Context: an optimization exercise on an open-source flow, tuned for small area, a short achievable clock period and few clock cycles per item. The choices shown serve that exercise and are no tape-out recipe.
At most, simulation tests tie the RTL to the original design; equivalence was not proved.
Only the layout flow was run in runs 2 and 3; the RTL was not checked for function there.
Power is estimated from default activity; no workload was simulated.

==> flow/design.v (outline; a module is shown in full before it is edited, if it fits) <==
// module fp_mul_pipe: 2484 lines
// module fp_fa: 4 lines
// module fp_ha: 4 lines
module fp_mul_pipe
#(
  parameter int EXP_W = 8,
  parameter int MAN_W = 23,
  localparam int W = 1 + EXP_W + MAN_W
) (
  input  logic         clk,
  input  logic         reset,
  input  logic         in_valid,
  output logic         in_ready,
  input  logic         rnd_mode,
  input  logic [W-1:0] a,
  input  logic [W-1:0] b,
  output logic         out_valid,
  input  logic         out_ready,
  output logic [W-1:0] c,
  output logic         ovf,
  output logic         unf,
  output logic         inv
);
  // ...
==> flow/flow/run.sh <==
#!/bin/bash
# Layout flow: the standard ORFS flow (standard.sh, unchanged synthesis),
# with port buffers of a plain small buffer cell instead of the default
# choice, timing repair allowed to change cell footprints, and a fanout cap
# for the post-placement repair_design (flow/fanout.tcl).
set -euo pipefail
export PRE_RESIZE_TCL="$PWD/flow/fanout.tcl"
bash standard.sh \
  MATCH_CELL_FOOTPRINT=0 \
  BUFFER_PORTS_ARGS="-buffer_cell sky130_fd_sc_hd__buf_2" \
  finish > standard.log 2>&1
==> flow/flow/fanout.tcl <==
# Hook sourced before the post-placement repair_design: cap the fanout so the
# operand bank's flip-flops (which drive about 24 Booth selectors each) get buffered.
set_max_fanout 12 [current_design]
==> flow/standard.sh <==
#!/bin/bash
# synth_recipe.tcl (not shown) runs the flow's synth.tcl, then flattens the netlist and writes it again
# the make line also repeats each setting of config.mk as NAME=value (left out here)
make -C /OpenROAD-flow-scripts/flow DESIGN_CONFIG=/design/flow/config.mk WORK_HOME=/design/flow/orfs CLKGATE_MAP_FILE= SYNTH_SCRIPT=/design/flow/synth_recipe.tcl "${@:-finish}"
==> flow/config.mk <==
export PLATFORM = sky130hd
export DESIGN_NAME = fp_mul_pipe
export DESIGN_NICKNAME = fp_mul_pipe
export VERILOG_FILES = /design/flow/design.v
export SDC_FILE = /design/flow/constraint.sdc
export NUM_CORES = 4
export LEC_CHECK = 0
export ABC_AREA = 1
export CAP_MARGIN = 20
export CORE_MARGIN = 2
export CORE_UTILIZATION = 40
export CTS_BUF_LIST = sky130_fd_sc_hd__clkbuf_8 sky130_fd_sc_hd__clkbuf_16
export SETUP_SLACK_MARGIN = 4.2
export SLEW_MARGIN = 20
export SYNTH_HIERARCHICAL = 1
export SYNTH_MINIMUM_KEEP_SIZE = 0
==> flow/constraint.sdc <==
create_clock -name core_clock -period 8.5 [get_ports {clk}]
set_input_delay 1.7000 -clock core_clock [delete_from_list [all_inputs] [get_ports {clk}]]
set_output_delay 1.7000 -clock core_clock [all_outputs]
set_load 0.01 [all_outputs]
==> key figures, run 1 <==
Finish
  – Non-clock inverters: 173
  – Register area: 5710 µm²
  – Most frequent cells in the layout: 285 x xor2_1, 264 x fa_1, 243 x o22ai_1
  – Most flop-heavy register: c_q

CTS
  – Clock root buffer: clkbuf_16
  – # Post-CTS Setup Buffers: 3
  – # clock sinks: 191

Setup path
  – RR Startpoint: bt8n
  – CP max FO: 12
  – Worst path bufs/invs: 3
  – Crit path launch type: register

STA
  – Crit share post-route: 50.0%
  – FMAX: 235 MHz

Place
  – Placed Area: 23,500 µm²

Power
  – Total power per unit cell area: 408 nW/µm²
  – Top power group: combinational cells
  – P_int: 5.11 mW
  – Comb pwr share: 72.9%
  – Power Total: 9.85 mW

Logic synthesis
  – Total number of yosys warnings: 7

Detailed routing
  – Total Wirelength: 61,300 µm
  – First drt pass iteration count: 6

Die
  – Core Box Area: 51,400 µm²
  – Tap cells: 680

Job
  – Number of max-cap violations: 0

Outcome
  – Outcome: complete, no violations

GRT
  – Via count of the first global-routing pass: 17,228
Testbench counts, summed over its fixed seeds: cycles 16,024, items 16,000.
==> run 2: changes to the inputs <==
--- a/flow/design.v
+++ b/flow/design.v
@@ -2211,48 +2211,94 @@
   logic pg1173;
   logic pq1174;
   logic pg1175;
   logic pq1176;
   logic pg1177;
   logic pq1178;
   logic pg1179;
   logic pq1180;
-  logic hs_1181;
-  logic hs_1182;
-  logic hs_1183;
-  logic hs_1184;
-  logic hs_1185;
-  logic hs_1186;
-  logic hs_1187;
-  logic hs_1188;
-  logic hs_1189;
-  logic hs_1190;
-  logic hs_1191;
-  logic hs_1192;
-  logic hs_1193;
-  logic hs_1194;
-  logic hs_1195;
-  logic hs_1196;
-  logic hs_1197;
-  logic hs_1198;
-  logic hs_1199;
-  logic hs_1200;
-  logic hs_1201;
-  logic hs_1202;
-  logic hs_1203;
-  logic hs_1204;
-  logic hs_1205;
-  logic hs_1206;
-  logic hs_1207;
-  logic hs_1208;
-  logic hs_1209;
-  logic hs_1210;
-  logic hs_1211;
-  logic hs_1212;
+  logic pg1181;
+  logic pq1182;
+  logic pg1183;
+  logic pq1184;
+  logic pg1185;
+  logic pq1186;
+  logic pg1187;
+  logic pq1188;
+  logic pg1189;
+  logic pq1190;
+  logic pg1191;
+  logic pq1192;
+  logic pg1193;
+  logic pq1194;
+  logic pg1195;
+  logic pq1196;
+  logic pg1197;
+  logic pq1198;
+  logic pg1199;
+  logic pq1200;
+  logic pg1201;
+  logic pq1202;
+  logic pg1203;
+  logic pq1204;
+  logic pg1205;
+  logic pq1206;
+  logic pg1207;
+  logic pq1208;
+  logic pg1209;
+  logic pq1210;
+  logic pg1211;
+  logic pq1212;
+  logic pg1213;
+  logic pq1214;
+  logic pg1215;
+  logic pq1216;
+  logic pg1217;
+  logic pq1218;
+  logic pg1219;
+  logic pq1220;
+  logic pg1221;
+  logic pq1222;
+  logic pg1223;
+  logic pq1224;
+  logic pg1225;
+  logic pq1226;
+  logic hs_1227;
+  logic hs_1228;
+  logic hs_1229;
+  logic hs_1230;
+  logic hs_1231;
+  logic hs_1232;
+  logic hs_1233;
+  logic hs_1234;
+  logic hs_1235;
+  logic hs_1236;
+  logic hs_1237;
+  logic hs_1238;
+  logic hs_1239;
+  logic hs_1240;
+  logic hs_1241;
+  logic hs_1242;
+  logic hs_1243;
+  logic hs_1244;
+  logic hs_1245;
+  logic hs_1246;
+  logic hs_1247;
+  logic hs_1248;
+  logic hs_1249;
+  logic hs_1250;
+  logic hs_1251;
+  logic hs_1252;
+  logic hs_1253;
+  logic hs_1254;
+  logic hs_1255;
+  logic hs_1256;
+  logic hs_1257;
+  logic hs_1258;
   fp_ha u_cp1002 (.a(r1_16_0), .b(r1_16_1), .s(cp1002), .co(cg1001));
   fp_ha u_cp1004 (.a(r1_17_0), .b(r1_17_1), .s(cp1004), .co(cg1003));
   fp_ha u_cp1006 (.a(r1_18_0), .b(r1_18_1), .s(cp1006), .co(cg1005));
   fp_ha u_cp1008 (.a(r1_19_0), .b(r1_19_1), .s(cp1008), .co(cg1007));
   fp_ha u_cp1010 (.a(r1_20_0), .b(r1_20_1), .s(cp1010), .co(cg1009));
   fp_ha u_cp1012 (.a(r1_21_0), .b(r1_21_1), .s(cp1012), .co(cg1011));
   fp_ha u_cp1014 (.a(r1_22_0), .b(r1_22_1), .s(cp1014), .co(cg1013));
   fp_ha u_cp1016 (.a(r1_23_0), .b(r1_23_1), .s(cp1016), .co(cg1015));
@@ -2307,167 +2353,213 @@
   assign pg1089 = cg1049 | (cp1050 & cg1047);
   assign pq1090 = cp1050 & cp1048;
   assign pg1091 = cg1053 | (cp1054 & cg1051);
   assign pq1092 = cp1054 & cp1052;
   assign pg1093 = cg1057 | (cp1058 & cg1055);
   assign pq1094 = cp1058 & cp1056;
   assign pg1095 = cg1061 | (cp1062 & cg1059);
   assign pq1096 = cp1062 & cp1060;
-  assign pg1097 = pg1067 | (pq1068 & pg1065);
-  assign pq1098 = pq1068 & pq1066;
-  assign pg1099 = pg1071 | (pq1072 & pg1069);
-  assign pq1100 = pq1072 & pq1070;
-  assign pg1101 = pg1075 | (pq1076 & pg1073);
-  assign pq1102 = pq1076 & pq1074;
-  assign pg1103 = pg1079 | (pq1080 & pg1077);
-  assign pq1104 = pq1080 & pq1078;
-  assign pg1105 = pg1083 | (pq1084 & pg1081);
-  assign pq1106 = pq1084 & pq1082;
-  assign pg1107 = pg1087 | (pq1088 & pg1085);
-  assign pq1108 = pq1088 & pq1086;
-  assign pg1109 = pg1091 | (pq1092 & pg1089);
-  assign pq1110 = pq1092 & pq1090;
-  assign pg1111 = pg1095 | (pq1096 & pg1093);
-  assign pq1112 = pq1096 & pq1094;
-  assign pg1113 = pg1099 | (pq1100 & pg1097);
-  assign pq1114 = pq1100 & pq1098;
-  assign pg1115 = pg1103 | (pq1104 & pg1101);
-  assign pq1116 = pq1104 & pq1102;
-  assign pg1117 = pg1107 | (pq1108 & pg1105);
-  assign pq1118 = pq1108 & pq1106;
-  assign pg1119 = pg1111 | (pq1112 & pg1109);
-  assign pq1120 = pq1112 & pq1110;
-  assign pg1121 = pg1115 | (pq1116 & pg1113);
-  assign pq1122 = pq1116 & pq1114;
-  assign pg1123 = pg1119 | (pq1120 & pg1117);
-  assign pq1124 = pq1120 & pq1118;
-  assign pg1125 = pg1123 | (pq1124 & pg1121);
-  assign pq1126 = pq1124 & pq1122;
-  assign pg1127 = pg1117 | (pq1118 & pg1121);
-  assign pq1128 = pq1118 & pq1122;
-  assign pg1129 = pg1101 | (pq1102 & pg1113);
-  assign pq1130 = pq1102 & pq1114;
-  assign pg1131 = pg1105 | (pq1106 & pg1121);
-  assign pq1132 = pq1106 & pq1122;
-  assign pg1133 = pg1109 | (pq1110 & pg1127);
-  assign pq1134 = pq1110 & pq1128;
-  assign pg1135 = pg1069 | (pq1070 & pg1097);
-  assign pq1136 = pq1070 & pq1098;
-  assign pg1137 = pg1073 | (pq1074 & pg1113);
-  assign pq1138 = pq1074 & pq1114;
-  assign pg1139 = pg1077 | (pq1078 & pg1129);
-  assign pq1140 = pq1078 & pq1130;
-  assign pg1141 = pg1081 | (pq1082 & pg1121);
-  assign pq1142 = pq1082 & pq1122;
-  assign pg1143 = pg1085 | (pq1086 & pg1131);
-  assign pq1144 = pq1086 & pq1132;
-  assign pg1145 = pg1089 | (pq1090 & pg1127);
-  assign pq1146 = pq1090 & pq1128;
-  assign pg1147 = pg1093 | (pq1094 & pg1133);
-  assign pq1148 = pq1094 & pq1134;
-  assign pg1149 = cg1003 | (cp1004 & pg1065);
-  assign pq1150 = cp1004 & pq1066;
-  assign pg1151 = cg1007 | (cp1008 & pg1097);
-  assign pq1152 = cp1008 & pq1098;
-  assign pg1153 = cg1011 | (cp1012 & pg1135);
-  assign pq1154 = cp1012 & pq1136;
-  assign pg1155 = cg1015 | (cp1016 & pg1113);
-  assign pq1156 = cp1016 & pq1114;
-  assign pg1157 = cg1019 | (cp1020 & pg1137);
-  assign pq1158 = cp1020 & pq1138;
-  assign pg1159 = cg1023 | (cp1024 & pg1129);
-  assign pq1160 = cp1024 & pq1130;
-  assign pg1161 = cg1027 | (cp1028 & pg1139);
-  assign pq1162 = cp1028 & pq1140;
-  assign pg1163 = cg1031 | (cp1032 & pg1121);
-  assign pq1164 = cp1032 & pq1122;
-  assign pg1165 = cg1035 | (cp1036 & pg1141);
-  assign pq1166 = cp1036 & pq1142;
-  assign pg1167 = cg1039 | (cp1040 & pg1131);
-  assign pq1168 = cp1040 & pq1132;
-  assign pg1169 = cg1043 | (cp1044 & pg1143);
-  assign pq1170 = cp1044 & pq1144;
-  assign pg1171 = cg1047 | (cp1048 & pg1127);
-  assign pq1172 = cp1048 & pq1128;
-  assign pg1173 = cg1051 | (cp1052 & pg1145);
-  assign pq1174 = cp1052 & pq1146;
-  assign pg1175 = cg1055 | (cp1056 & pg1133);
-  assign pq1176 = cp1056 & pq1134;
-  assign pg1177 = cg1059 | (cp1060 & pg1147);
-  assign pq1178 = cp1060 & pq1148;
-  assign pg1179 = cg1063 | (cp1064 & pg1125);
-  assign pq1180 = cp1064 & pq1126;
-  assign hs_1181 = cp1002 ^ r1_lc;
-  assign hs_1182 = cp1004 ^ pg1065;
-  assign hs_1183 = cp1006 ^ pg1149;
-  assign hs_1184 = cp1008 ^ pg1097;
-  assign hs_1185 = cp1010 ^ pg1151;
-  assign hs_1186 = cp1012 ^ pg1135;
-  assign hs_1187 = cp1014 ^ pg1153;
-  assign hs_1188 = cp1016 ^ pg1113;
-  assign hs_1189 = cp1018 ^ pg1155;
-  assign hs_1190 = cp1020 ^ pg1137;
-  assign hs_1191 = cp1022 ^ pg1157;
-  assign hs_1192 = cp1024 ^ pg1129;
-  assign hs_1193 = cp1026 ^ pg1159;
-  assign hs_1194 = cp1028 ^ pg1139;
-  assign hs_1195 = cp1030 ^ pg1161;
-  assign hs_1196 = cp1032 ^ pg1121;
-  assign hs_1197 = cp1034 ^ pg1163;
-  assign hs_1198 = cp1036 ^ pg1141;
-  assign hs_1199 = cp1038 ^ pg1165;
-  assign hs_1200 = cp1040 ^ pg1131;
-  assign hs_1201 = cp1042 ^ pg1167;
-  assign hs_1202 = cp1044 ^ pg1143;
-  assign hs_1203 = cp1046 ^ pg1169;
-  assign hs_1204 = cp1048 ^ pg1127;
-  assign hs_1205 = cp1050 ^ pg1171;
-  assign hs_1206 = cp1052 ^ pg1145;
-  assign hs_1207 = cp1054 ^ pg1173;
-  assign hs_1208 = cp1056 ^ pg1133;
-  assign hs_1209 = cp1058 ^ pg1175;
-  assign hs_1210 = cp1060 ^ pg1147;
-  assign hs_1211 = cp1062 ^ pg1177;
-  assign hs_1212 = cp1064 ^ pg1125;
+  assign pg1097 = cg1003 | (cp1004 & pg1065);
+  assign pq1098 = cp1004 & pq1066;
+  assign pg1099 = pg1067 | (pq1068 & pg1065);
+  assign pq1100 = pq1068 & pq1066;
+  assign pg1101 = cg1011 | (cp1012 & pg1069);
+  assign pq1102 = cp1012 & pq1070;
+  assign pg1103 = pg1071 | (pq1072 & pg1069);
+  assign pq1104 = pq1072 & pq1070;
+  assign pg1105 = cg1019 | (cp1020 & pg1073);
+  assign pq1106 = cp1020 & pq1074;
+  assign pg1107 = pg1075 | (pq1076 & pg1073);
+  assign pq1108 = pq1076 & pq1074;
+  assign pg1109 = cg1027 | (cp1028 & pg1077);
+  assign pq1110 = cp1028 & pq1078;
+  assign pg1111 = pg1079 | (pq1080 & pg1077);
+  assign pq1112 = pq1080 & pq1078;
+  assign pg1113 = cg1035 | (cp1036 & pg1081);
+  assign pq1114 = cp1036 & pq1082;
+  assign pg1115 = pg1083 | (pq1084 & pg1081);
+  assign pq1116 = pq1084 & pq1082;
+  assign pg1117 = cg1043 | (cp1044 & pg1085);
+  assign pq1118 = cp1044 & pq1086;
+  assign pg1119 = pg1087 | (pq1088 & pg1085);
+  assign pq1120 = pq1088 & pq1086;
+  assign pg1121 = cg1051 | (cp1052 & pg1089);
+  assign pq1122 = cp1052 & pq1090;
+  assign pg1123 = pg1091 | (pq1092 & pg1089);
+  assign pq1124 = pq1092 & pq1090;
+  assign pg1125 = cg1059 | (cp1060 & pg1093);
+  assign pq1126 = cp1060 & pq1094;
+  assign pg1127 = pg1095 | (pq1096 & pg1093);
+  assign pq1128 = pq1096 & pq1094;
+  assign pg1129 = cg1007 | (cp1008 & pg1099);
+  assign pq1130 = cp1008 & pq1100;
+  assign pg1131 = pg1069 | (pq1070 & pg1099);
+  assign pq1132 = pq1070 & pq1100;
+  assign pg1133 = pg1101 | (pq1102 & pg1099);
+  assign pq1134 = pq1102 & pq1100;
+  assign pg1135 = pg1103 | (pq1104 & pg1099);
+  assign pq1136 = pq1104 & pq1100;
+  assign pg1137 = cg1023 | (cp1024 & pg1107);
+  assign pq1138 = cp1024 & pq1108;
+  assign pg1139 = pg1077 | (pq1078 & pg1107);
+  assign pq1140 = pq1078 & pq1108;
+  assign pg1141 = pg1109 | (pq1110 & pg1107);
+  assign pq1142 = pq1110 & pq1108;
+  assign pg1143 = pg1111 | (pq1112 & pg1107);
+  assign pq1144 = pq1112 & pq1108;
+  assign pg1145 = cg1039 | (cp1040 & pg1115);
+  assign pq1146 = cp1040 & pq1116;
+  assign pg1147 = pg1085 | (pq1086 & pg1115);
+  assign pq1148 = pq1086 & pq1116;
+  assign pg1149 = pg1117 | (pq1118 & pg1115);
+  assign pq1150 = pq1118 & pq1116;
+  assign pg1151 = pg1119 | (pq1120 & pg1115);
+  assign pq1152 = pq1120 & pq1116;
+  assign pg1153 = cg1055 | (cp1056 & pg1123);
+  assign pq1154 = cp1056 & pq1124;
+  assign pg1155 = pg1093 | (pq1094 & pg1123);
+  assign pq1156 = pq1094 & pq1124;
+  assign pg1157 = pg1125 | (pq1126 & pg1123);
+  assign pq1158 = pq1126 & pq1124;
+  assign pg1159 = pg1127 | (pq1128 & pg1123);
+  assign pq1160 = pq1128 & pq1124;
+  assign pg1161 = cg1015 | (cp1016 & pg1135);
+  assign pq1162 = cp1016 & pq1136;
+  assign pg1163 = pg1073 | (pq1074 & pg1135);
+  assign pq1164 = pq1074 & pq1136;
+  assign pg1165 = pg1105 | (pq1106 & pg1135);
+  assign pq1166 = pq1106 & pq1136;
+  assign pg1167 = pg1107 | (pq1108 & pg1135);
+  assign pq1168 = pq1108 & pq1136;
+  assign pg1169 = pg1137 | (pq1138 & pg1135);
+  assign pq1170 = pq1138 & pq1136;
+  assign pg1171 = pg1139 | (pq1140 & pg1135);
+  assign pq1172 = pq1140 & pq1136;
+  assign pg1173 = pg1141 | (pq1142 & pg1135);
+  assign pq1174 = pq1142 & pq1136;
+  assign pg1175 = pg1143 | (pq1144 & pg1135);
+  assign pq1176 = pq1144 & pq1136;
+  assign pg1177 = cg1047 | (cp1048 & pg1151);
+  assign pq1178 = cp1048 & pq1152;
+  assign pg1179 = pg1089 | (pq1090 & pg1151);
+  assign pq1180 = pq1090 & pq1152;
+  assign pg1181 = pg1121 | (pq1122 & pg1151);
+  assign pq1182 = pq1122 & pq1152;
+  assign pg1183 = pg1123 | (pq1124 & pg1151);
+  assign pq1184 = pq1124 & pq1152;
+  assign pg1185 = pg1153 | (pq1154 & pg1151);
+  assign pq1186 = pq1154 & pq1152;
+  assign pg1187 = pg1155 | (pq1156 & pg1151);
+  assign pq1188 = pq1156 & pq1152;
+  assign pg1189 = pg1157 | (pq1158 & pg1151);
+  assign pq1190 = pq1158 & pq1152;
+  assign pg1191 = pg1159 | (pq1160 & pg1151);
+  assign pq1192 = pq1160 & pq1152;
+  assign pg1193 = cg1031 | (cp1032 & pg1175);
+  assign pq1194 = cp1032 & pq1176;
+  assign pg1195 = pg1081 | (pq1082 & pg1175);
+  assign pq1196 = pq1082 & pq1176;
+  assign pg1197 = pg1113 | (pq1114 & pg1175);
+  assign pq1198 = pq1114 & pq1176;
+  assign pg1199 = pg1115 | (pq1116 & pg1175);
+  assign pq1200 = pq1116 & pq1176;
+  assign pg1201 = pg1145 | (pq1146 & pg1175);
+  assign pq1202 = pq1146 & pq1176;
+  assign pg1203 = pg1147 | (pq1148 & pg1175);
+  assign pq1204 = pq1148 & pq1176;
+  assign pg1205 = pg1149 | (pq1150 & pg1175);
+  assign pq1206 = pq1150 & pq1176;
+  assign pg1207 = pg1151 | (pq1152 & pg1175);
+  assign pq1208 = pq1152 & pq1176;
+  assign pg1209 = pg1177 | (pq1178 & pg1175);
+  assign pq1210 = pq1178 & pq1176;
+  assign pg1211 = pg1179 | (pq1180 & pg1175);
+  assign pq1212 = pq1180 & pq1176;
+  assign pg1213 = pg1181 | (pq1182 & pg1175);
+  assign pq1214 = pq1182 & pq1176;
+  assign pg1215 = pg1183 | (pq1184 & pg1175);
+  assign pq1216 = pq1184 & pq1176;
+  assign pg1217 = pg1185 | (pq1186 & pg1175);
+  assign pq1218 = pq1186 & pq1176;
+  assign pg1219 = pg1187 | (pq1188 & pg1175);
+  assign pq1220 = pq1188 & pq1176;
+  assign pg1221 = pg1189 | (pq1190 & pg1175);
+  assign pq1222 = pq1190 & pq1176;
+  assign pg1223 = pg1191 | (pq1192 & pg1175);
+  assign pq1224 = pq1192 & pq1176;
+  assign pg1225 = cg1063 | (cp1064 & pg1223);
+  assign pq1226 = cp1064 & pq1224;
+  assign hs_1227 = cp1002 ^ r1_lc;
+  assign hs_1228 = cp1004 ^ pg1065;
+  assign hs_1229 = cp1006 ^ pg1097;
+  assign hs_1230 = cp1008 ^ pg1099;
+  assign hs_1231 = cp1010 ^ pg1129;
+  assign hs_1232 = cp1012 ^ pg1131;
+  assign hs_1233 = cp1014 ^ pg1133;
+  assign hs_1234 = cp1016 ^ pg1135;
+  assign hs_1235 = cp1018 ^ pg1161;
+  assign hs_1236 = cp1020 ^ pg1163;
+  assign hs_1237 = cp1022 ^ pg1165;
+  assign hs_1238 = cp1024 ^ pg1167;
+  assign hs_1239 = cp1026 ^ pg1169;
+  assign hs_1240 = cp1028 ^ pg1171;
+  assign hs_1241 = cp1030 ^ pg1173;
+  assign hs_1242 = cp1032 ^ pg1175;
+  assign hs_1243 = cp1034 ^ pg1193;
+  assign hs_1244 = cp1036 ^ pg1195;
+  assign hs_1245 = cp1038 ^ pg1197;
+  assign hs_1246 = cp1040 ^ pg1199;
+  assign hs_1247 = cp1042 ^ pg1201;
+  assign hs_1248 = cp1044 ^ pg1203;
+  assign hs_1249 = cp1046 ^ pg1205;
+  assign hs_1250 = cp1048 ^ pg1207;
+  assign hs_1251 = cp1050 ^ pg1209;
+  assign hs_1252 = cp1052 ^ pg1211;
+  assign hs_1253 = cp1054 ^ pg1213;
+  assign hs_1254 = cp1056 ^ pg1215;
+  assign hs_1255 = cp1058 ^ pg1217;
+  assign hs_1256 = cp1060 ^ pg1219;
+  assign hs_1257 = cp1062 ^ pg1221;
+  assign hs_1258 = cp1064 ^ pg1223;
   logic st_lo_zd;
   assign st_lo_zd = r1_ls;
   assign prod[15:0] = '0;
-  assign prod[16] = hs_1181;
-  assign prod[17] = hs_1182;
-  assign prod[18] = hs_1183;
-  assign prod[19] = hs_1184;
-  assign prod[20] = hs_1185;
-  assign prod[21] = hs_1186;
-  assign prod[22] = hs_1187;
-  assign prod[23] = hs_1188;
-  assign prod[24] = hs_1189;
-  assign prod[25] = hs_1190;
-  assign prod[26] = hs_1191;
-  assign prod[27] = hs_1192;
-  assign prod[28] = hs_1193;
-  assign prod[29] = hs_1194;
-  assign prod[30] = hs_1195;
-  assign prod[31] = hs_1196;
-  assign prod[32] = hs_1197;
-  assign prod[33] = hs_1198;
-  assign prod[34] = hs_1199;
-  assign prod[35] = hs_1200;
-  assign prod[36] = hs_1201;
-  assign prod[37] = hs_1202;
-  assign prod[38] = hs_1203;
-  assign prod[39] = hs_1204;
-  assign prod[40] = hs_1205;
-  assign prod[41] = hs_1206;
-  assign prod[42] = hs_1207;
-  assign prod[43] = hs_1208;
-  assign prod[44] = hs_1209;
-  assign prod[45] = hs_1210;
-  assign prod[46] = hs_1211;
-  assign prod[47] = hs_1212;
+  assign prod[16] = hs_1227;
+  assign prod[17] = hs_1228;
+  assign prod[18] = hs_1229;
+  assign prod[19] = hs_1230;
+  assign prod[20] = hs_1231;
+  assign prod[21] = hs_1232;
+  assign prod[22] = hs_1233;
+  assign prod[23] = hs_1234;
+  assign prod[24] = hs_1235;
+  assign prod[25] = hs_1236;
+  assign prod[26] = hs_1237;
+  assign prod[27] = hs_1238;
+  assign prod[28] = hs_1239;
+  assign prod[29] = hs_1240;
+  assign prod[30] = hs_1241;
+  assign prod[31] = hs_1242;
+  assign prod[32] = hs_1243;
+  assign prod[33] = hs_1244;
+  assign prod[34] = hs_1245;
+  assign prod[35] = hs_1246;
+  assign prod[36] = hs_1247;
+  assign prod[37] = hs_1248;
+  assign prod[38] = hs_1249;
+  assign prod[39] = hs_1250;
+  assign prod[40] = hs_1251;
+  assign prod[41] = hs_1252;
+  assign prod[42] = hs_1253;
+  assign prod[43] = hs_1254;
+  assign prod[44] = hs_1255;
+  assign prod[45] = hs_1256;
+  assign prod[46] = hs_1257;
+  assign prod[47] = hs_1258;
   logic ovf_0, ovf_1, unf_0, unf_1;
   logic [7:0] e8_0, e8_1;
   assign ovf_0 = !e1[9] && (e1 >= 10'd255);
   assign ovf_1 = !e1[9] && (e1 >= 10'd254);
   assign unf_0 = e1[9] || (e1 == 10'd0);
   assign unf_1 = e1[9];
   assign e8_0 = e1[7:0];
   assign e8_1 = e1[7:0] + 8'd1;
==> flow/flow/run.sh (replaced) <==
#!/bin/bash
# Layout flow: the standard ORFS flow (standard.sh, unchanged synthesis),
# with port buffers of a plain small buffer cell instead of the default
# choice, and timing repair allowed to change cell footprints.
set -euo pipefail
bash standard.sh \
  MATCH_CELL_FOOTPRINT=0 \
  REMOVE_ABC_BUFFERS=1 \
  BUFFER_PORTS_ARGS="-buffer_cell sky130_fd_sc_hd__buf_2" \
  finish > standard.log 2>&1
--- a/flow/config.mk
+++ b/flow/config.mk
@@ -5,12 +5,12 @@
 export SDC_FILE = /design/flow/constraint.sdc
 export NUM_CORES = 4
 export LEC_CHECK = 0
 export ABC_AREA = 1
 export CAP_MARGIN = 20
 export CORE_MARGIN = 2
 export CORE_UTILIZATION = 40
 export CTS_BUF_LIST = sky130_fd_sc_hd__clkbuf_8 sky130_fd_sc_hd__clkbuf_16
-export SETUP_SLACK_MARGIN = 4.2
+export SETUP_SLACK_MARGIN = 4.6
 export SLEW_MARGIN = 20
 export SYNTH_HIERARCHICAL = 1
 export SYNTH_MINIMUM_KEEP_SIZE = 0
removed: flow/flow/fanout.tcl
==> run 2 against run 1 <==
  * Still clean
  * Critical path depth fell by 6
  * Clock-buffer cell count did not move
  * Non-clock buffer count fell by 100
  * Flip-flop and latch count did not move
  * Worst setup slack improved by 360 ps
  * Worst hold slack barely moved
  * Area after synthesis rose by 2.3%
  * Maximum frequency rose by 9.2%
  * Clock power rose by 1%
  * Sequential power barely moved
  * Combinational power rose by 3.8%
  * Critical path type is now in -> out
  * Critical endpoint is now in_ready
  * Largest power group unchanged
==> key figures, run 2 <==
Outcome
  – Outcome: complete, no violations

Logic synthesis
  – Synth top cells by count: 295 x nand2_1, 282 x xor2_1, 265 x fa_1
  – Synth Flop Type: edfxtp_1
  – Synth unique cells: 57
  – #FFs+latches synth: 191
  – Top-count cell post-synth: nand2_1
  – Post-Syn Area: 21,300 µm²
  – Synth area leaders: edfxtp_1 26%, fa_1 25%, xor2_1 12%, o22ai_1 7.2%, ha_1 5.9%
  – Syn Inst Count: 2,148
  – Yosys top cell area share: 26.5%
  – Async SR Flop Fraction: 0%
  – Post-synth EDFFs: 188
  – Dominant cell type by area after synthesis: edfxtp_1
  – Register area share after synthesis: 26.8%
  – Synth Area per Inst: 9.93 µm²
  – Total number of yosys warnings: 7 (unchanged)

Detailed routing
  – Remaining antenna violation count after routing: 0
  – Routed vias/inst: 5.67
  – Wire length per cell: 20.7 µm
  – Via Count: 16,758
  – Total Wirelength: 61,100 µm (-0.36%)
  – DRT iter0 DRCs: 1,665
  – First drt pass iteration count: 6 (unchanged)
  – # DRC: 0

Finish
  – P&R area growth vs syn: 13.7%
  – Fin util: 46.1%
  – Commonest non-fill, non-tap cell in the layout: nand2_1
  – Area of the multi-input gates: 14,800 µm²
  – Largest regs: c_q x32, amn x23, bm x11
  – Register area: 5710 µm² (unchanged)
  – Most flop-heavy register: c_q
  – # fillers: 4,836
  – Nets: 2,687
  – Number of diodes: 0
  – Flip-flop count of the largest register after layout: 32
  – Most frequent cells in the layout: 291 x nand2_1, 281 x xor2_1, 262 x fa_1
  – Share of layout cells above drive strength 1: 16.7%

Setup path
  – RR Startpoint: bo1n
  – Worst Path Required: 6800 ps
  – RR Endpoint: r1_24_1
  – Crit path kind: in -> out
  – Slowest CP cell: nor2_4
  – CP top delay family: buffers and inverters
  – Critical path arrival: 2190 ps
  – Slowest stage delay, CP: 160 ps
  – Worst path bufs/invs: 3 (unchanged)
  – CP max FO: 2 (-10)
  – Worst r2r path cells: 8
  – Critical path capture point type: output pin
  – Crit-path cells: buf_6, nor2_4, clkinv_8, buf_8
  – R2R setup slack: 4700 ps
  – Crit path launch type: input port

STA
  – Layout Skew: 25.0 ps
  – Slew Limit Fails: 0
  – Minimum clock period: 3890 ps
  – FMAX: 257 MHz (+9.2%)
  – Least-Margin Pin Slew: 1090 ps
  – Final Hold Viols: 0
  – Crit share post-route: 45.8% (-4.2 points)
  – Final TNS setup: 0 ps
  – RSZ-0062 raised after global routing: true
  – Final WS setup: 4610 ps
  – Final setup viols: 0
  – Max-slew headroom: 27.3%

CTS
  – Clock tree from TritonCTS: done
  – Worst-path clk slew: 80 ps
  – Clock Path Buffers: 2
  – Num CTS Buffers: 17
  – Hold buffers post-CTS: 0
  – # clock sinks: 191 (unchanged)
  – CTS H-tree lvls: 4
  – Worst skew pair latency: 510 ps
  – Clock root buffer: clkbuf_16

GRT
  – First-pass GRT wire length: 95,700 µm
  – Congestion Overflow GR: 0
  – GR peak layer: met2
  – GR met1 Demand/Resource: 28.1%
  – Met2 Use GR: 36.0%
  – GRT met3 Usage: 5.39%
  – Antenna violations before repair: 0
  – Via count of the first global-routing pass: 17,353 (+0.73%)
  – Largest net degree at the start of global routing: 70
  – Global-route usage over all layers: 22.0%

Hold path
  – Hold Crit Depth: 0
  – Hold crit path type: reg -> reg
  – HP Start: e0[8]
  – Hold EP: e1[8]

Place
  – Dpl ws: 3650 ps
  – Final RePlAce weighted congestion: 0.888
  – Dpl hpwl: 39,100 µm
  – Port bufs: 105

Die
  – IO Count: 106
  – Die width: 235 µm
  – Row count: 84
  – Die H: 235 µm
  – Starting Density: 40.5%
  – Core Box Area: 52,700 µm² (+2.4%)
  – Die Area: 55,200 µm²

Power
  – Leak pwr: 10.3 nW
  – Total power per unit cell area: 417 nW/µm² (+2.3%)
  – Maximum VDD drop: 0.240 mV

Job
  – Number of max-cap violations: 0 (unchanged)
run 2: cell count changes in the layout (fill, tap and decap cells not counted), moves of 11 or more:
cell             before  now
buf_2               121  103
dlymetal6s2s_1       50    0
nand2_1             223  291
nand2_2              19   42
clkbuf_2             34    0
clkbuf_4             19    0
ha_1                108   94
clkdlybuf4s50_1      12    0
buf_6                 6   27
a21oi_1              30   41
run 2: where the power goes:
part	switching [mW]	internal, mW
Sequential	0.101	1.73
Combinational	4.43	3.02
Clock	0.443	0.400
run 2: cells by family (layout without fill, tap and decap cells):
| group | count (synthesis) | count (layout) | synth area share [%] |
|---|---|---|---|
| adders and majority gates | 366 | 366 | 30.8 |
| AOI/OAI and AO/OA | 376 | 376 | 10.9 |
| and+or+nand+nor | 578 | 584 | 12.7 |
| buffers and inverters | 327 | 427 | 6.10 |
| other | 2 | 13 | 0.0352 |
| muxes | 2 | 2 | 0.106 |
| xor gates and xnor gates | 306 | 306 | 12.6 |
| DFF | 191 | 191 | 26.8 |
run 2: area by class of cell:
class,count,share of cell area (%)
multi-input cells,1647,60.9
flip-flops and latches,191,23.5
repair buffers,211,6.56
well taps,688,3.55
inverters,182,2.87
clock buffers,17,1.75
clock inverters,15,0.748
repair inverters,2,0.0722
run 2: Yosys stat by module, one instance, submodules excluded:
module	area, µm²	flops+latches	copies in the design	cells
fp_mul_pipe	15100	191	1	1805
fp_fa	20.0	0	264	1
fp_ha	12.5	0	79	1
run 2: metal layers:
metal  vias to the layer above  part of all wire [%]
met5                         -                     0
met4                         0                   3.4
met3                       193                   9.5
met2                       903                    47
met1                      8143                    40
li1                       7519                     -
run 2: worst max path at each step:
stage,start,to,slack [ps],depth (start not counted)
finish,out_ready,in_ready,4610,4
global placement,r1_18_0,c_q[31],3830,26
global route,r1_20_0,c_q[29],4540,23
floorplan,out_ready,in_ready,1310,2
CTS,out_ready,in_ready,4600,4
detailed placement,r1_20_0,c_q[9],3650,23
run 2: stage by stage:
stage	power, mW	instances	hold slack, ps	cell area, µm²
floorplan	6.86	2014	400	20800
global placement	8.61	2850	404	22500
detailed placement	8.75	2850	405	22500
CTS	9.82	2925	412	23600
global route	11.2	2953	416	24300
finish	10.1	2953	413	24300
run 2: timing repair:
item / 4_1_cts / 5_1_grt
pin swaps: 6 / 13
resized for setup: 32 / 50
setup buffers: 36 / 25
setup endpoints to repair: 73 / 60
cloned: 7 / 2
==> run 3: changes to the inputs <==
--- a/flow/flow/run.sh
+++ b/flow/flow/run.sh
@@ -6,5 +6,4 @@
 bash standard.sh \
   MATCH_CELL_FOOTPRINT=0 \
-  REMOVE_ABC_BUFFERS=1 \
   BUFFER_PORTS_ARGS="-buffer_cell sky130_fd_sc_hd__buf_2" \
   finish > standard.log 2>&1
==> run 3 against run 2 <==
  * Clock skew shrank 3.6 ps
  * Synthesized cell count is the same
  * Largest power group unchanged
  * Critical path depth is the same
  * Worst setup slack gained 15 ps
  * Final cell count shrank 0.17%
  * Clock power shrank 6.6%
  * Still clean on timing, DRC and antenna
  * Routed wire length shrank 1.1%
  * Clock-buffer cell count grew 1
  * Critical endpoint unchanged
==> key figures, run 3 <==
Outcome
  – Outcome: complete, no violations

STA
  – Least-Margin Pin Slew: 990 ps (-100 ps)
  – Minimum clock period: 3880 ps (-15.0 ps)
  – FMAX: 258 MHz (+0.39%)
  – Max-slew headroom: 33.6% (+6.3 points)
  – Layout Skew: 21.4 ps (-3.64 ps)
  – Slew Limit Fails: 0 (unchanged)
  – Hold_ws: 423 ps (+10.1 ps)
  – Final setup viols: 0 (unchanged)
  – Crit share post-route: 45.6% (-0.18 points)
  – RSZ-0062 raised after global routing: true
  – Final Hold Viols: 0 (unchanged)
  – Final TNS setup: 0 ps (unchanged)

Logic synthesis
  – Dominant cell type by area after synthesis: edfxtp_1
  – Synth Flop Type: edfxtp_1
  – Yosys top cell area share: 26.5% (unchanged)
  – Synth area leaders: edfxtp_1 26%, fa_1 25%, xor2_1 12%, o22ai_1 7.2%, ha_1 5.9%
  – Synth Area per Inst: 9.93 µm² (unchanged)
  – Async SR Flop Fraction: 0% (unchanged)
  – Total number of yosys warnings: 7 (unchanged)
  – Top-count cell post-synth: nand2_1
  – Post-synth EDFFs: 188 (unchanged)
  – Synth top cells by count: 295 x nand2_1, 282 x xor2_1, 265 x fa_1
  – Post-Syn Area: 21,300 µm² (unchanged)
  – #FFs+latches synth: 191 (unchanged)
  – Syn Inst Count: 2,148 (unchanged)
  – Register area share after synthesis: 26.8% (unchanged)
  – Synth unique cells: 57 (unchanged)

Finish
  – Fin area: 24,300 µm² (+0.15%)
  – Flip-flop count of the largest register after layout: 32 (unchanged)
  – # fillers: 4,925 (+1.8%)
  – Register area: 5710 µm² (unchanged)
  – Largest regs: c_q x32, amn x23, bm x11
  – Area of the multi-input gates: 14,900 µm² (+0.96%)
  – P&R area growth vs syn: 13.9%
  – Most frequent cells in the layout: 285 x nand2_1, 281 x xor2_1, 263 x fa_1
  – Nets: 2,682 (-0.19%)
  – Number of diodes: 0 (unchanged)
  – Most flop-heavy register: c_q
  – Commonest non-fill, non-tap cell in the layout: nand2_1
  – Share of layout cells above drive strength 1: 16.8% (+0.081 points)

CTS
  – Num CTS Buffers: 17 (unchanged)
  – # clock sinks: 191 (unchanged)
  – CTS H-tree lvls: 4 (unchanged)
  – Clock Path Buffers: 2 (unchanged)
  – Worst-path clk slew: 70 ps (about the same)
  – Clock root buffer: clkbuf_16
  – Clock tree from TritonCTS: done
  – Worst skew pair latency: 490 ps (-20 ps)

Setup path
  – Crit path launch type: input port
  – CP max FO: 2 (unchanged)
  – Worst path bufs/invs: 3 (unchanged)
  – CP top delay family: buffers and inverters
  – Slowest CP cell: buf_8
  – Critical path arrival: 2180 ps (about the same)
  – Slowest stage delay, CP: 150 ps (about the same)
  – Crit-path cells: buf_8, nor2_4, clkinvlp_4, buf_8
  – Top cell by count, worst path: buf_8
  – Crit path kind: in -> out
  – Critical path capture point type: output pin
  – Worst Path Required: 6800 ps (about the same)

Power
  – Total power per unit cell area: 418 nW/µm² (+0.19%)
  – Maximum VDD drop: 0.217 mV (-9.5%)
  – Leak pwr: 10.3 nW (about the same)

GRT
  – Congestion Overflow GR: 0 (unchanged)
  – Via count of the first global-routing pass: 17,469 (+0.67%)
  – First-pass GRT wire length: 95,900 µm (+0.25%)
  – Antenna violations before repair: 0 (unchanged)
  – Largest net degree at the start of global routing: 67 (-4.3%)
  – Global-route usage over all layers: 21.9% (-0.12 points)

Detailed routing
  – Wire length per cell: 20.5 µm (-0.89%)
  – DRT iter0 DRCs: 1,498 (-10%)
  – Total Wirelength: 60,500 µm (-1.1%)
  – Routed vias/inst: 5.69 (+0.20%)
  – First drt pass iteration count: 6 (unchanged)
  – Via Count: 16,763 (+0.030%)
  – Remaining antenna violation count after routing: 0 (unchanged)
  – # DRC: 0 (unchanged)

Die
  – Core Box Area: 52,700 µm² (unchanged)
  – Starting Density: 40.5% (unchanged)
  – Die width: 235 µm (unchanged)
  – Die H: 235 µm (unchanged)
  – IO Count: 106 (unchanged)
  – Row count: 84 (unchanged)
  – Die Area: 55,200 µm² (unchanged)

Job
  – Number of max-cap violations: 0 (unchanged)

Place
  – Port bufs: 105 (unchanged)
  – Dpl hpwl: 40,000 µm (+2.3%)
  – Final RePlAce weighted congestion: 0.885 (-0.37%)
  – Placed Area: 22,500 µm² (+0.12%)

Hold path
  – Hold crit path type: reg -> reg
-- run 3: cell count changes in the layout (fill, tap and decap cells not counted), moves of 4 or more --
| cell | change |
|---|---|
| ha_1 | -7 |
| ha_4 | +7 |
| nand2_1 | -6 |
| o22ai_1 | +5 |
| o22ai_2 | -5 |
| buf_4 | -4 |
| clkinv_4 | +4 |
| clkinv_8 | -4 |
-- run 3: timing repair --
item,CTS,global route
hold buffers,0,0
pin swaps,9,17
endpoints found under the setup margin,135,119
gates cloned,7,0
buffers inserted,36,19
resized for setup,32,70
-- run 3: cell type report --
class                      instances  share of cell area, %
sequential                       191                   23.5
clock buffer                      18                   1.81
clock inverter                    14                  0.541
multi-input combinational       1648                   61.4
timing repair buffer             207                   6.38
tap                              688                   3.54
inverter                         182                   2.83
-- run 3: per-module statistics from Yosys (local to each module, per instance) --
| module | cell area [µm²] | flip-flops and latches |
|---|---|---|
| fp_mul_pipe | 15100 | 191 |
| fp_ha | 12.5 | 0 |
| fp_fa | 20.0 | 0 |
-- run 3: power breakdown --
part | switching, mW | internal (mW)
clock | 0.394 | 0.393
sequential | 0.121 | 1.73
combinational | 4.45 | 3.06
total | 4.97 | 5.19
-- run 3: cells by family after synthesis --
logic type,Yosys count,synth area share (%)
AOI/OAI and AO/OA,376,10.9
xor gates and xnor gates,306,12.6
adders and majority gates,366,30.8
buffers and inverters,327,6.10
DFF,191,26.8
muxes,2,0.106
other,2,0.0352
and+or+nand+nor,578,12.7
-- run 3: stage by stage --
step	total power, mW	instances	worst slack [ps]	util, %
after floorplan	6.97	2159	2840	-
after global placement	8.55	2853	3860	42.7
after detailed placement	8.72	2853	3600	42.7
after CTS	9.76	2928	4590	44.9
after global routing	11.3	2948	4530	46.1
final	10.2	2948	4620	46.1
-- run 3: metal layers --
| metal | routed length [µm] | track usage (%) |
|---|---|---|
| met1 | 25200 | 28.7 |
| met2 | 27900 | 34.9 |
| met3 | 5100 | 4.80 |
| met4 | 2340 | 9.80 |
| met5 | 0 | 0 |
-- run 3: worst paths after layout --
path         depth (start not counted)  slack [ps]  startpoint  endpoint
min reg2reg                          0         420       e0[1]     e1[1]
max                                  4        4620   out_ready  in_ready
min                                  0         420       e0[1]     e1[1]
max reg2reg                          8        4690        bo0n   r1_19_1

==> port drivers added, routing unchanged <==
The results above use ideal ports. As a check the final layouts listed here were re-extracted and re-timed, cells and wires unchanged. Step 1: set_driving_cell puts a clkbuf_16 on clk and a buf_2 on each other input, an assumption about the parent block. Step 2 also shifts input and output timing later by t, the mid clock arrival at the registers, as if the neighbouring blocks saw the same clock. Three values: ideal, step 1, step 2; two values: the first two.
| run | shift t [ns] | slack for setup (ns) | worst setup path at the end | cell pins on the clock port's net |
|---|---|---|---|---|
| run 1 | 0.544 | 4.248 / 4.248 / 3.977 | input to register | 1 |
| run 2 | 0.551 | 4.608 / 4.577 / 4.477 | input to register | 1 |
| run 3 | 0.533 | 4.623 / 4.585 / 4.480 | input to register | 1 |
After both steps every run listed still meets setup and hold. The setup slack of run 1, which loses most, moves by 0.000 ns with the drivers and by -0.271 ns with both steps.
